This design comes from an exercise in tuning for small area on the open sky130 flow, not from production work. Function was checked by simulation only, so behaviour that the tests miss may differ from the original. No activity file was given, so power comes from the tool's default toggle rates.

== yarrow ==
==> flow/design.v <==
`timescale 1ns / 1ps
package spq_pkg;
    localparam int VALUE_W     = 32;
    localparam int IN_PRIO_W   = 8;
    localparam int TOTAL_W     = 36;
    localparam int COUNT_OUT_W = 5;
    localparam logic [2:0] ACT_APPEND = 3'd0;
    localparam logic [2:0] ACT_INSERT = 3'd1;
    localparam logic [2:0] ACT_REMOVE = 3'd2;
    localparam logic [2:0] ACT_CLEAR  = 3'd3;
    localparam logic [1:0] ST_OK           = 2'd0;
    localparam logic [1:0] ST_DROPPED_FULL = 2'd1;
    localparam logic [1:0] ST_REMOVE_EMPTY = 2'd2;
endpackage
`timescale 1ns / 1ps
`timescale 1ns / 1ps
module stable_priority_queue (
    input  logic             clk,
    input  logic             rst_n,
    input  logic             item_valid,
    output logic             item_stall,
    input  logic [42:0]      item_bits,
    output logic             result_valid,
    input  logic             result_stall,
    output logic [77:0]      result_bits
);
    localparam int D  = 16;
    localparam int W  = 40;    
    logic [2:0]  act;
    logic [31:0] new_value;
    logic [7:0]  new_prio;
    assign act       = item_bits[42:40];
    assign new_value = item_bits[39:8];
    assign new_prio  = item_bits[7:0];
    logic [D-1:0][W-1:0] slot;       
    logic [4:0]          cnt;
    logic [35:0]         sum;
    logic                pend;
    logic                rv;
    logic [1:0]          st;
    logic accept, full, empty;
    logic is_app, is_ins, is_rem, is_clr;
    logic add_ok, rem_ok, clr, other;
    logic shl_all, zero0;
    assign item_stall = rv & result_stall;
    assign accept     = item_valid & ~item_stall;
    assign full   = cnt[4];
    assign empty  = (cnt == 5'd0);
    assign is_app = (act == spq_pkg::ACT_APPEND);
    assign is_ins = (act == spq_pkg::ACT_INSERT);
    assign is_rem = (act == spq_pkg::ACT_REMOVE);
    assign is_clr = (act == spq_pkg::ACT_CLEAR);
    assign add_ok = accept & (is_app | is_ins) & ~full;
    assign rem_ok = accept & is_rem & ~empty;
    assign clr    = accept & is_clr;
    assign other  = accept & ~add_ok & ~rem_ok & ~is_clr;
    assign shl_all = pend & (rem_ok | (other & ~empty));
    assign zero0   = clr | (other & pend & empty);
    function automatic logic less8n(input logic [7:0] a_n, input logic [7:0] b);
        less8n = 1'b0;
        for (int k = 0; k < 8; k++)
            less8n = (a_n[k] & b[k]) | (a_n[k] & less8n) | (b[k] & less8n);
    endfunction
    function automatic logic gt_const(input logic [4:0] a, input int c);
        gt_const = 1'b0;
        for (int k = 0; k < 5; k++)
            if (((c >> k) & 1) == 0)
                gt_const = a[k] | gt_const;
            else
                gt_const = a[k] & gt_const;
    endfunction
    logic [D-1:0] below;     
    logic [D-1:0] occ;       
    logic [D-1:0] lt;
    logic [D:0]   cand;
    logic [D+1:0] f;         
    logic [D:0]   h;         
    for (genvar i = 0; i < D; i++)
    begin : g_occ
        assign below[i] = gt_const(cnt, i);
        if (i == 0)
        begin : g0
            assign occ[i] = below[i] | pend;
        end
        else
        begin : gn
            assign occ[i] = pend ? below[i-1] : below[i];
        end
        assign lt[i] = less8n(slot[i][7:0], new_prio);
        if (i == 0)
        begin : c0
            assign cand[i] = ~pend & (occ[i] ? (is_ins & lt[i]) : 1'b1);
        end
        else
        begin : cn
            assign cand[i] = occ[i] ? (is_ins & lt[i]) : 1'b1;
        end
    end
    assign cand[D] = 1'b1;
    assign f[0] = 1'b0;
    for (genvar i = 1; i <= D + 1; i++)
    begin : g_f
        assign f[i] = |cand[i-1:0];
    end
    for (genvar i = 0; i <= D; i++)
    begin : g_h
        assign h[i] = cand[i] & ~f[i];
    end
    logic [D-1:0] s_l, s_r, s_n, s_h;
    for (genvar i = 0; i < D; i++)
    begin : g_sel
        assign s_n[i] = add_ok & (pend ? h[i+1] : h[i]);
        if (i == 0)
        begin : l0
            assign s_l[i] = 1'b0;
        end
        else
        begin : ln
            assign s_l[i] = add_ok & ~pend & f[i];
        end
        if (i == D - 1)
        begin : rl
            assign s_r[i] = 1'b0;
        end
        else
        begin : rn
            assign s_r[i] = shl_all | (add_ok & pend & ~f[i+2]);
        end
        if (i == 0)
        begin : h0
            assign s_h[i] = ~(s_n[i] | s_r[i] | zero0);
        end
        else
        begin : hn
            assign s_h[i] = ~(s_l[i] | s_n[i] | s_r[i]);
        end
    end
    logic [W-1:0] new_entry;
    assign new_entry = {new_value, ~new_prio};
    for (genvar i = 0; i < D; i++)
    begin : g_slot
        logic [W-1:0] left_e, right_e, d;
        if (i == 0)
        begin : a0
            assign left_e = '0;
        end
        else
        begin : an
            assign left_e = slot[i-1];
        end
        if (i == D - 1)
        begin : b0
            assign right_e = '0;
        end
        else
        begin : bn
            assign right_e = slot[i+1];
        end
        assign d = ({W{s_l[i]}} & left_e)   | ({W{s_r[i]}} & right_e) |
                   ({W{s_n[i]}} & new_entry) | ({W{s_h[i]}} & slot[i]);
        always_ff @(posedge clk)
        begin
            slot[i] <= d;
        end
    end
    logic [31:0] head_value;
    logic [31:0] opnd;
    logic [35:0] sum_next;
    assign head_value = pend ? slot[1][39:8] : slot[0][39:8];
    assign opnd = ({32{add_ok}} & new_value) | ({32{rem_ok}} & ~head_value);
    always_comb
    begin
        sum_next = sum + {{4{opnd[31]}}, opnd} + {35'd0, rem_ok};
        if (clr)
            sum_next = '0;
    end
    logic [4:0] cnt_next;
    always_comb
    begin
        cnt_next = cnt;
        if (clr)
            cnt_next = '0;
        else if (add_ok)
            cnt_next = cnt + 5'd1;
        else if (rem_ok)
            cnt_next = cnt - 5'd1;
    end
    always_ff @(posedge clk or negedge rst_n)
    begin
        if (!rst_n)
        begin
            cnt  <= '0;
            sum  <= '0;
            pend <= 1'b1;
            rv   <= 1'b0;
        end
        else
        begin
            cnt <= cnt_next;
            sum <= sum_next;
            rv  <= accept | (rv & result_stall);
            if (accept)
                pend <= rem_ok;
        end
    end
    always_ff @(posedge clk)
    begin
        if (accept)
        begin
            st <= (is_app | is_ins) & full ? spq_pkg::ST_DROPPED_FULL :
                  is_rem & empty           ? spq_pkg::ST_REMOVE_EMPTY :
                                             spq_pkg::ST_OK;
        end
    end
    assign result_valid = rv;
    assign result_bits  = {slot[0][39:8], pend | ~empty, cnt, sum, empty, full, st};
endmodule
Settings: LEC_CHECK=0, CAP_MARGIN=10, CORE_MARGIN=2, CORE_UTILIZATION=65, CTS_BUF_LIST=sky130_fd_sc_hd__clkbuf_8, CTS_CLUSTER_DIAMETER=50, CTS_CLUSTER_SIZE=16, SLEW_MARGIN=10; clock period 5.0 ns.
standard.sh (not shown) runs the stock make flow with config.mk's settings and CLKGATE_MAP_FILE= SYNTH_SCRIPT=/design/flow/synth_recipe.tcl, a recipe that flattens the netlist after the stock synthesis.
==> flow/flow/run.sh <==
#!/bin/bash
# Standard ORFS layout (the standard.sh, standard synthesis unchanged), with the port
# buffers made of the smallest buffer cell instead of the resizer's default pick.
set -euo pipefail
bash standard.sh BUFFER_PORTS_ARGS="-buffer_cell sky130_fd_sc_hd__buf_1" finish > standard_flow.log 2>&1
The following lists how lagoon was set up differently from yarrow:
# yarrow
export LEC_CHECK = 0
export CAP_MARGIN = 10
export CORE_MARGIN = 2
export CORE_UTILIZATION = 65
export CTS_BUF_LIST = sky130_fd_sc_hd__clkbuf_8
export CTS_CLUSTER_DIAMETER = 50
export CTS_CLUSTER_SIZE = 16
export SLEW_MARGIN = 10
create_clock -name core_clock -period 5.0 [get_ports {clk}]
# lagoon
export LEC_CHECK = 0
export CAP_MARGIN = 20
export CORE_MARGIN = 2
export CORE_UTILIZATION = 65
export CTS_BUF_LIST = sky130_fd_sc_hd__clkbuf_8
export CTS_CLUSTER_DIAMETER = 50
export CTS_CLUSTER_SIZE = 16
export GPL_ROUTABILITY_DRIVEN = 0
export SLEW_MARGIN = 20
create_clock -name core_clock -period 5.0 [get_ports {clk}]
### Flow results
Compare yarrow and lagoon | portion of the clock cycle consumed by the worst path in the final layout higher: lagoon. Going from yarrow to lagoon, worst hold-check slack shrinks by 0.0097 ns. Relative slew slack: lagoon vs yarrow up 2.7 points. Area overhead of the layout relative to synthesis: lagoon vs yarrow up 0.67 points. lagoon against yarrow: utilization after layout went up; count of filler cells inserted in the layout saw a decrease.
diff inputs: lagoon => nickel
# lagoon
export LEC_CHECK = 0
export CAP_MARGIN = 20
export CORE_MARGIN = 2
export CORE_UTILIZATION = 65
export CTS_BUF_LIST = sky130_fd_sc_hd__clkbuf_8
export CTS_CLUSTER_DIAMETER = 50
export CTS_CLUSTER_SIZE = 16
export GPL_ROUTABILITY_DRIVEN = 0
export SLEW_MARGIN = 20
create_clock -name core_clock -period 5.0 [get_ports {clk}]
# nickel
export LEC_CHECK = 0
export CAP_MARGIN = 20
export CORE_MARGIN = 2
export CORE_UTILIZATION = 60
export CTS_BUF_LIST = sky130_fd_sc_hd__clkbuf_8
export CTS_CLUSTER_DIAMETER = 50
export CTS_CLUSTER_SIZE = 16
export SLEW_MARGIN = 20
create_clock -name core_clock -period 5.0 [get_ports {clk}]
--- outcome ---
- In nickel, worst hold-check slack is higher than in lagoon.
- Utilization lagoon -> nickel: down
- Changes observed in nickel relative to lagoon: data arrival time of the critical path fell by 0.08 ns; static leakage shows an increase of about 1.4%; global routing met3 resource utilization dropped 1.4 points; wire length up 5900 µm.
- Combinational gate power (lower): lagoon
Edits applied to the flow inputs when going from nickel to indigo:
# nickel
export LEC_CHECK = 0
export CAP_MARGIN = 20
export CORE_MARGIN = 2
export CORE_UTILIZATION = 60
export CTS_BUF_LIST = sky130_fd_sc_hd__clkbuf_8
export CTS_CLUSTER_DIAMETER = 50
export CTS_CLUSTER_SIZE = 16
export SLEW_MARGIN = 20
create_clock -name core_clock -period 5.0 [get_ports {clk}]
# indigo
export LEC_CHECK = 0
export CAP_MARGIN = 20
export CORE_MARGIN = 2
export CORE_UTILIZATION = 70
export CTS_BUF_LIST = sky130_fd_sc_hd__clkbuf_8
export CTS_CLUSTER_DIAMETER = 50
export CTS_CLUSTER_SIZE = 16
export SLEW_MARGIN = 20
create_clock -name core_clock -period 5.0 [get_ports {clk}]
Results
Summary of indigo over nickel: final critical-path share of the clock period lower; met3 capacity usage during global routing higher; final area lower.
Input-level comparison between delta and indigo:
# indigo
export LEC_CHECK = 0
export CAP_MARGIN = 20
export CORE_MARGIN = 2
export CORE_UTILIZATION = 70
export CTS_BUF_LIST = sky130_fd_sc_hd__clkbuf_8
export CTS_CLUSTER_DIAMETER = 50
export CTS_CLUSTER_SIZE = 16
export SLEW_MARGIN = 20
create_clock -name core_clock -period 5.0 [get_ports {clk}]
# delta
export LEC_CHECK = 0
export CAP_MARGIN = 20
export CORE_MARGIN = 2
export CORE_UTILIZATION = 65
export CTS_BUF_LIST = sky130_fd_sc_hd__clkbuf_8
export CTS_CLUSTER_DIAMETER = 50
export CTS_CLUSTER_SIZE = 16
export SLEW_MARGIN = 20
create_clock -name core_clock -period 5.0 [get_ports {clk}]
Findings:
Detailed route wirelength on metal2: delta vs indigo up about 4%
Compare delta and indigo | global-route usage higher: indigo
In delta the number of global-route vias before repair turned out 619 lower than in indigo.
Min worst hold slack across delta and indigo: indigo
Proportion of power drawn by combinational gates in delta is 0.4 points below indigo.
From indigo to delta the numbers moved as follows: die area moved up; post-route minimum period picked up an extra 0.097 ns.
| fraction of final layout cells with drive strength greater than 1 | indigo vs delta | ≈ equal |
The final reports for delta and indigo show clock power higher in the former.
In the reports for delta and indigo, the larger effective utilization at floorplan belongs to indigo.

## re-timing with driven ports
Ports are ideal in the flow. The routed layouts listed here were re-timed in OpenROAD.
Step 1 assumes that a clkbuf_16 drives the clock port and a buf_2 every other input.
Step 2, shift: input delay + t, output delay - t, t = (earliest + latest rising clock arrival at the registers) / 2. This alone moves slack from input paths to output paths.
Slacks: no drivers / after step 1 / after step 2; pairs: no drivers / after step 1.
run | t, ns | setup WS [ns] | worst data-port slew with drivers (ns)
yarrow | 0.787 | 0.235 / 0.235 / -0.394 | 0.05
lagoon | 0.792 | 0.208 / 0.208 / -0.281 | 0.12
nickel | 0.755 | 0.221 / 0.221 / -0.348 | 0.05
indigo | 0.817 | 0.348 / 0.348 / -0.357 | 0.06
delta | 0.799 | 0.251 / 0.251 / -0.414 | 0.05
With both steps, setup timing fails in every run listed, where it was met with ideal ports. For indigo, which loses most, drivers alone change the setup slack by 0.000 ns; drivers and shift together by -0.705 ns.
